From an optimization exercise on the open Yosys and OpenROAD flow, aimed at small area, a short achievable clock period and few clock cycles per item; shortcuts taken in it are not production practice. RTL that was checked went through simulation tests only; none was proved equivalent to the original. Power and IR drop assume default switching activity.

==> trial 7 <==
## sorted_deadline_alarm_queue
module sorted_deadline_alarm_queue #(
   parameter int QUEUE_DEPTH = QUEUE_DEPTH_DEF,
   parameter int TIME_WIDTH  = TIME_WIDTH_DEF
) (
   input  logic                  clock,
   input  logic                  reset,
   input  logic                  req_valid,
   output logic                  req_stall,
   input  sdaq_pkg::req_type     req_data,
   output logic                  rsp_valid,
   input  logic                  rsp_stall,
   output sdaq_pkg::rsp_type     rsp_data,
   input  logic                  psel,
   input  logic                  penable,
   input  logic                  pwrite,
   input  logic [CSR_ADDR_W-1:0] paddr,
   input  logic [CSR_DATA_W-1:0] pwdata,
   output logic [CSR_DATA_W-1:0] prdata,
   output logic                  pready
);
clock: 8.0 ns
lec_check: 0
cap_margin: 20
core_margin: 2
core_utilization: 55
cts_buf_list: sky130_fd_sc_hd__clkbuf_4 sky130_fd_sc_hd__clkbuf_8
setup_slack_margin: 4.8
slew_margin: 20
run.sh (not shown) runs the stock make flow with config.mk's settings and CLKGATE_MAP_FILE= SYNTH_SCRIPT=/design/flow/synth_recipe.tcl, a recipe that flattens the netlist after the stock synthesis.
==> inputs of build 29, as changes to trial 7 <==
--- a/flow/design.v
+++ b/flow/design.v
@@ -107,32 +107,32 @@
             g[j] = g[2*j+1] | (p[2*j+1] & g[2*j]);
             p[j] = p[2*j+1] & p[2*j];
          end
       end
       time_after = (a[TW-1] == b[TW-1]) ? g[0] : !(g[0] | p[0]);
    endfunction
    logic [TPU_W-1:0] tpu_ff;
-   logic             rd_tpu_ff;     
+   logic [TPU_W-1:0] prdata_ff;
    logic             pready_ff;
    logic             apb_access;
    assign apb_access = psel && penable;
    assign pready     = pready_ff;
-   assign prdata     = CSR_DATA_W'(rd_tpu_ff ? tpu_ff : '0);
+   assign prdata     = CSR_DATA_W'(prdata_ff);
    always_ff @(posedge clock) begin
       if (reset) begin
          tpu_ff    <= TPU_RESET;
          pready_ff <= 1'b0;
       end else begin
          pready_ff <= apb_access && !pready_ff;
          if (apb_access && pready_ff && pwrite &&
              (paddr[CSR_ADDR_W-1:2] == REG_TICKS_PER_UNIT)) begin
             tpu_ff <= pwdata[TPU_W-1:0];
          end
       end
-      rd_tpu_ff <= (paddr[CSR_ADDR_W-1:2] == REG_TICKS_PER_UNIT);
+      prdata_ff <= (paddr[CSR_ADDR_W-1:2] == REG_TICKS_PER_UNIT) ? tpu_ff : '0;
    end
    logic             adv;           
    logic             s1_v, sk_v;
    logic [REQ_W-1:0] s1_d, sk_d;
    logic             accept;
    logic [REQ_W-1:0] req_in;
    assign req_in    = {req_data.operation, req_data.waiter_id,
@@ -175,17 +175,19 @@
    function automatic logic [TW-1:0] add_fast(input logic [TW-1:0] a,
                                               input logic [TW-1:0] b);
       logic [TW-1:0] g, p, hp;
       g  = a & b;
       p  = a | b;
       hp = a ^ b;
       for (int l = 0; (1 << l) < TW; l++) begin
-         for (int i = TW - 1; i >= (1 << l); i--) begin
-            g[i] = g[i] | (p[i] & g[i - (1 << l)]);
-            p[i] = p[i] & p[i - (1 << l)];
+         for (int i = 0; i < TW; i++) begin
+            if (((i >> l) & 1) == 1) begin
+               g[i] = g[i] | (p[i] & g[((i >> l) << l) - 1]);
+               p[i] = p[i] & p[((i >> l) << l) - 1];
+            end
          end
       end
       add_fast = hp ^ {g[TW-2:0], 1'b0};
    endfunction
    logic [TW-1:0]     pp [TPU_W];
    logic [2*TW-1:0]   t0, t1, t2, u0, u1, v0, v1, w0, x0;
    always_comb begin
@@ -205,38 +207,34 @@
    logic              s2_op;
    logic [ID_W-1:0]   s2_id;
    logic [3*TW-1:0]   s2_rows;
    logic              s3_v;
    logic              s3_op;
    logic [ID_W-1:0]   s3_id;
    logic [TW-1:0]     s3_key;
-   logic [TW-1:0]     s3_nkey;        
-   logic [TW-1:0]     s2_key;
-   assign x0     = csa(s2_rows[TW-1:0], s2_rows[2*TW-1:TW], s2_rows[3*TW-1:2*TW]);
-   assign s2_key = add_fast(x0[TW-1:0], x0[2*TW-1:TW]);
    always_ff @(posedge clock) begin
       if (reset) begin
          s2_v <= 1'b0;
          s3_v <= 1'b0;
       end else if (adv) begin
          s2_v <= s1_v;
          s3_v <= s2_v;
       end
    end
    always_ff @(posedge clock) begin
       if (adv) begin
-         s2_op   <= s1_op;
-         s2_id   <= s1_id;
+         s2_op  <= s1_op;
+         s2_id  <= s1_id;
          s2_rows <= {v1[2*TW-1:TW], w0};
-         s3_op   <= s2_op;
-         s3_id   <= s2_id;
-         s3_key  <= s2_key;
-         s3_nkey <= ~s2_key;
+         s3_op  <= s2_op;
+         s3_id  <= s2_id;
+         s3_key <= add_fast(x0[TW-1:0], x0[2*TW-1:TW]);
       end
    end
+   assign x0 = csa(s2_rows[TW-1:0], s2_rows[2*TW-1:TW], s2_rows[3*TW-1:2*TW]);
    localparam int ENT_W = TW + ID_W;
    logic [ENT_W-1:0] ent [N];
    logic [TW-1:0]    e_dl [N];
    logic [ID_W-1:0]  e_id [N];
    logic [CNT_W-1:0] count_ff;
    logic             s4_v;
    logic             s4_op;
@@ -250,18 +248,17 @@
    logic [N-1:0] at_or_after;     
    logic [N-1:0] sel_hold, sel_left, sel_right, sel_new;
    logic         full, due0, due1;
    logic         out_ready, fire, do_ins, do_pop, s4_done;
    logic [RSP_W-1:0] res;
    always_comb begin
       for (int i = 0; i < N; i++) begin
-         raw_lat[i] = (i < N / 2) ? time_after(e_dl[i], s3_key)
-                                   : time_after(e_dl[i], ~s3_nkey);
+         raw_lat[i] = time_after(e_dl[i], s3_key);
       end
-      new_lat = time_after(s4_key, ~s3_nkey);
+      new_lat = time_after(s4_key, s3_key);
       at_or_after[0] = !v[0] || s4_lat[0];
       for (int i = 1; i < N; i++) begin
          at_or_after[i] = at_or_after[i-1] || !v[i] || s4_lat[i];
       end
    end
    assign full    = v[N-1];
    assign due0    = v[0] && !s4_lat[0];
@@ -335,25 +332,42 @@
                  | ({ENT_W{sel_left[i]}}  & left_ent)
                  | ({ENT_W{sel_right[i]}} & right_ent)
                  | ({ENT_W{sel_new[i]}}   & {s4_key, s4_id});
       end
       assign e_dl[i] = ent[i][ENT_W-1:ID_W];
       assign e_id[i] = ent[i][ID_W-1:0];
    end
-   logic             r_v;
-   logic [RSP_W-1:0] r_d;
-   assign out_ready = !r_v || !rsp_stall;
+   logic             r_v, k_v;
+   logic [RSP_W-1:0] r_d, k_d;
+   logic             take;
+   assign out_ready = !k_v;
+   assign take      = r_v && !rsp_stall;
    assign rsp_valid = r_v;
    assign rsp_data  = r_d;
    always_ff @(posedge clock) begin
       if (reset) begin
          r_v <= 1'b0;
-      end else if (out_ready) begin
-         r_v <= fire;
+         k_v <= 1'b0;
+      end else if (k_v) begin
+         if (take) begin
+            k_v <= 1'b0;
+         end
+      end else if (fire) begin
+         r_v <= 1'b1;
+         k_v <= r_v && !take;
+      end else if (take) begin
+         r_v <= 1'b0;
       end
    end
    always_ff @(posedge clock) begin
-      if (out_ready) begin
+      if (k_v) begin
+         if (take) begin
+            r_d <= k_d;
+         end
+      end else if (!r_v || take) begin
          r_d <= res;
       end
+      if (!k_v) begin
+         k_d <= res;
+      end
    end
 endmodule
==> flow/config.mk (replaced) <==
export PLATFORM = sky130hd
export DESIGN_NAME = sorted_deadline_alarm_queue
export DESIGN_NICKNAME = sorted_deadline_alarm_queue
export VERILOG_FILES = /design/flow/design.v
export SDC_FILE = /design/flow/constraint.sdc
export NUM_CORES = 4
export LEC_CHECK = 0
export ABC_CLOCK_PERIOD_IN_PS = 3000
export CAP_MARGIN = 20
export CORE_MARGIN = 2
export CORE_UTILIZATION = 40
export SETUP_SLACK_MARGIN = 4.8
export SLEW_MARGIN = 20
==> inputs of build 34, as changes to trial 7 <==
==> flow/config.mk (replaced) <==
export PLATFORM = sky130hd
export DESIGN_NAME = sorted_deadline_alarm_queue
export DESIGN_NICKNAME = sorted_deadline_alarm_queue
export VERILOG_FILES = /design/flow/design.v
export SDC_FILE = /design/flow/constraint.sdc
export NUM_CORES = 4
export LEC_CHECK = 0
export CAP_MARGIN = 20
export CORE_MARGIN = 2
export CORE_UTILIZATION = 50
export CTS_BUF_LIST = sky130_fd_sc_hd__clkbuf_4 sky130_fd_sc_hd__clkbuf_8
export SETUP_SLACK_MARGIN = 4.8
export SLEW_MARGIN = 20
==> inputs of build 5, as changes to trial 7 <==
--- a/flow/design.v
+++ b/flow/design.v
@@ -175,17 +175,19 @@
    function automatic logic [TW-1:0] add_fast(input logic [TW-1:0] a,
                                               input logic [TW-1:0] b);
       logic [TW-1:0] g, p, hp;
       g  = a & b;
       p  = a | b;
       hp = a ^ b;
       for (int l = 0; (1 << l) < TW; l++) begin
-         for (int i = TW - 1; i >= (1 << l); i--) begin
-            g[i] = g[i] | (p[i] & g[i - (1 << l)]);
-            p[i] = p[i] & p[i - (1 << l)];
+         for (int i = 0; i < TW; i++) begin
+            if (((i >> l) & 1) == 1) begin
+               g[i] = g[i] | (p[i] & g[((i >> l) << l) - 1]);
+               p[i] = p[i] & p[((i >> l) << l) - 1];
+            end
          end
       end
       add_fast = hp ^ {g[TW-2:0], 1'b0};
    endfunction
    logic [TW-1:0]     pp [TPU_W];
    logic [2*TW-1:0]   t0, t1, t2, u0, u1, v0, v1, w0, x0;
    always_comb begin
==> flow/config.mk (replaced) <==
export PLATFORM = sky130hd
export DESIGN_NAME = sorted_deadline_alarm_queue
export DESIGN_NICKNAME = sorted_deadline_alarm_queue
export VERILOG_FILES = /design/flow/design.v
export SDC_FILE = /design/flow/constraint.sdc
export NUM_CORES = 4
export LEC_CHECK = 0
export CAP_MARGIN = 10
export CORE_MARGIN = 2
export CORE_UTILIZATION = 55
export CTS_BUF_LIST = sky130_fd_sc_hd__clkbuf_4 sky130_fd_sc_hd__clkbuf_8
export SETUP_SLACK_MARGIN = 5.0
export SLEW_MARGIN = 10
==> summary.txt <==
min setup slack post-route=4570 ps; internal power=10.1 mW; Power Density=236 nW/um2; outcome=complete, no violations; Plain + repair buffers=520; Filler Cell Count=8136; Wirelength per Cell=23.9 um
The numbers above come from trial 7.

==> summary.txt <==
outcome=complete, no violations; Power Density=227 nW/um2; internal power=10.0 mW; number of setup buffers added after CTS=269; Plain + repair buffers=602; Filler Cell Count=7998; GRT Total Usage=33.9%; Wirelength per Cell=24.7 um
The numbers above come from build 5.

==> summary.txt <==
outcome=complete, no violations; Plain + repair buffers=390; internal power=10.3 mW; post-synthesis compound-gate area fraction=23.3%; Wirelength per Cell=24.6 um; Filler Cell Count=12800; number of gates given a new drive strength after cts=279; synthesized area divided by synthesized cell count=9.25 um2; min setup slack post-route=4520 ps; Power Density=242 nW/um2; post-synthesis mux area share=1.36%; largest registers in the final layout=ent (640), s2_rows (74); layout cells sized above 1=12.9%
The numbers above come from build 29.

==> summary.txt <==
outcome=complete, no violations; final setup skew=38.9 ps; Power Density=236 nW/um2; Plain + repair buffers=516; min setup slack post-route=4510 ps; internal power=10.1 mW; Filler Cell Count=9338; Wirelength per Cell=24.0 um
The numbers above come from build 34.

Testbench counts of trial 7, summed over its fixed seeds: cycles 12,863, items 9,600.
Testbench counts of build 34, summed over its fixed seeds: cycles 12,863, items 9,600.
Testbench counts of build 5, summed over its fixed seeds: cycles 12,863, items 9,600.
Only the layout flow was run in build 29; the RTL was not checked for function there.

## separate check: timing with driven ports
The results above use ideal ports. As a check the final layouts listed here were re-extracted and re-timed, cells and wires unchanged. Step 1, drivers: a clkbuf_16 drives clock and a buf_2 each remaining input, both assumed. Step 2 also shifts input and output timing later by t, the mid clock arrival at the registers, as if the neighbouring blocks saw the same clock. Three values: no drivers, after step 1, after step 2; two values: the first two.
run	t (ns)	setup slack, ns	worst hold slack (ns)	clock arrival spread, ns	slew at the worst register clock pin (ns)
trial 7	0.925	4.567 / 4.567 / 3.970	0.412 / 0.412 / 0.412	0.043 / 0.043	0.07 / 0.07
build 29	0.815	4.522 / 4.522 / 4.522	0.406 / 0.406 / 0.406	0.034 / 0.034	0.07 / 0.07
build 34	0.935	4.512 / 4.512 / 3.875	0.394 / 0.394 / 0.394	0.045 / 0.045	0.07 / 0.07
build 5	0.958	4.610 / 4.610 / 3.972	0.411 / 0.411 / 0.411	0.041 / 0.041	0.07 / 0.07
After both steps setup and hold are still met in every run listed. The setup slack of build 5, which loses most, moves by 0.000 ns with the drivers and by -0.638 ns with both steps.
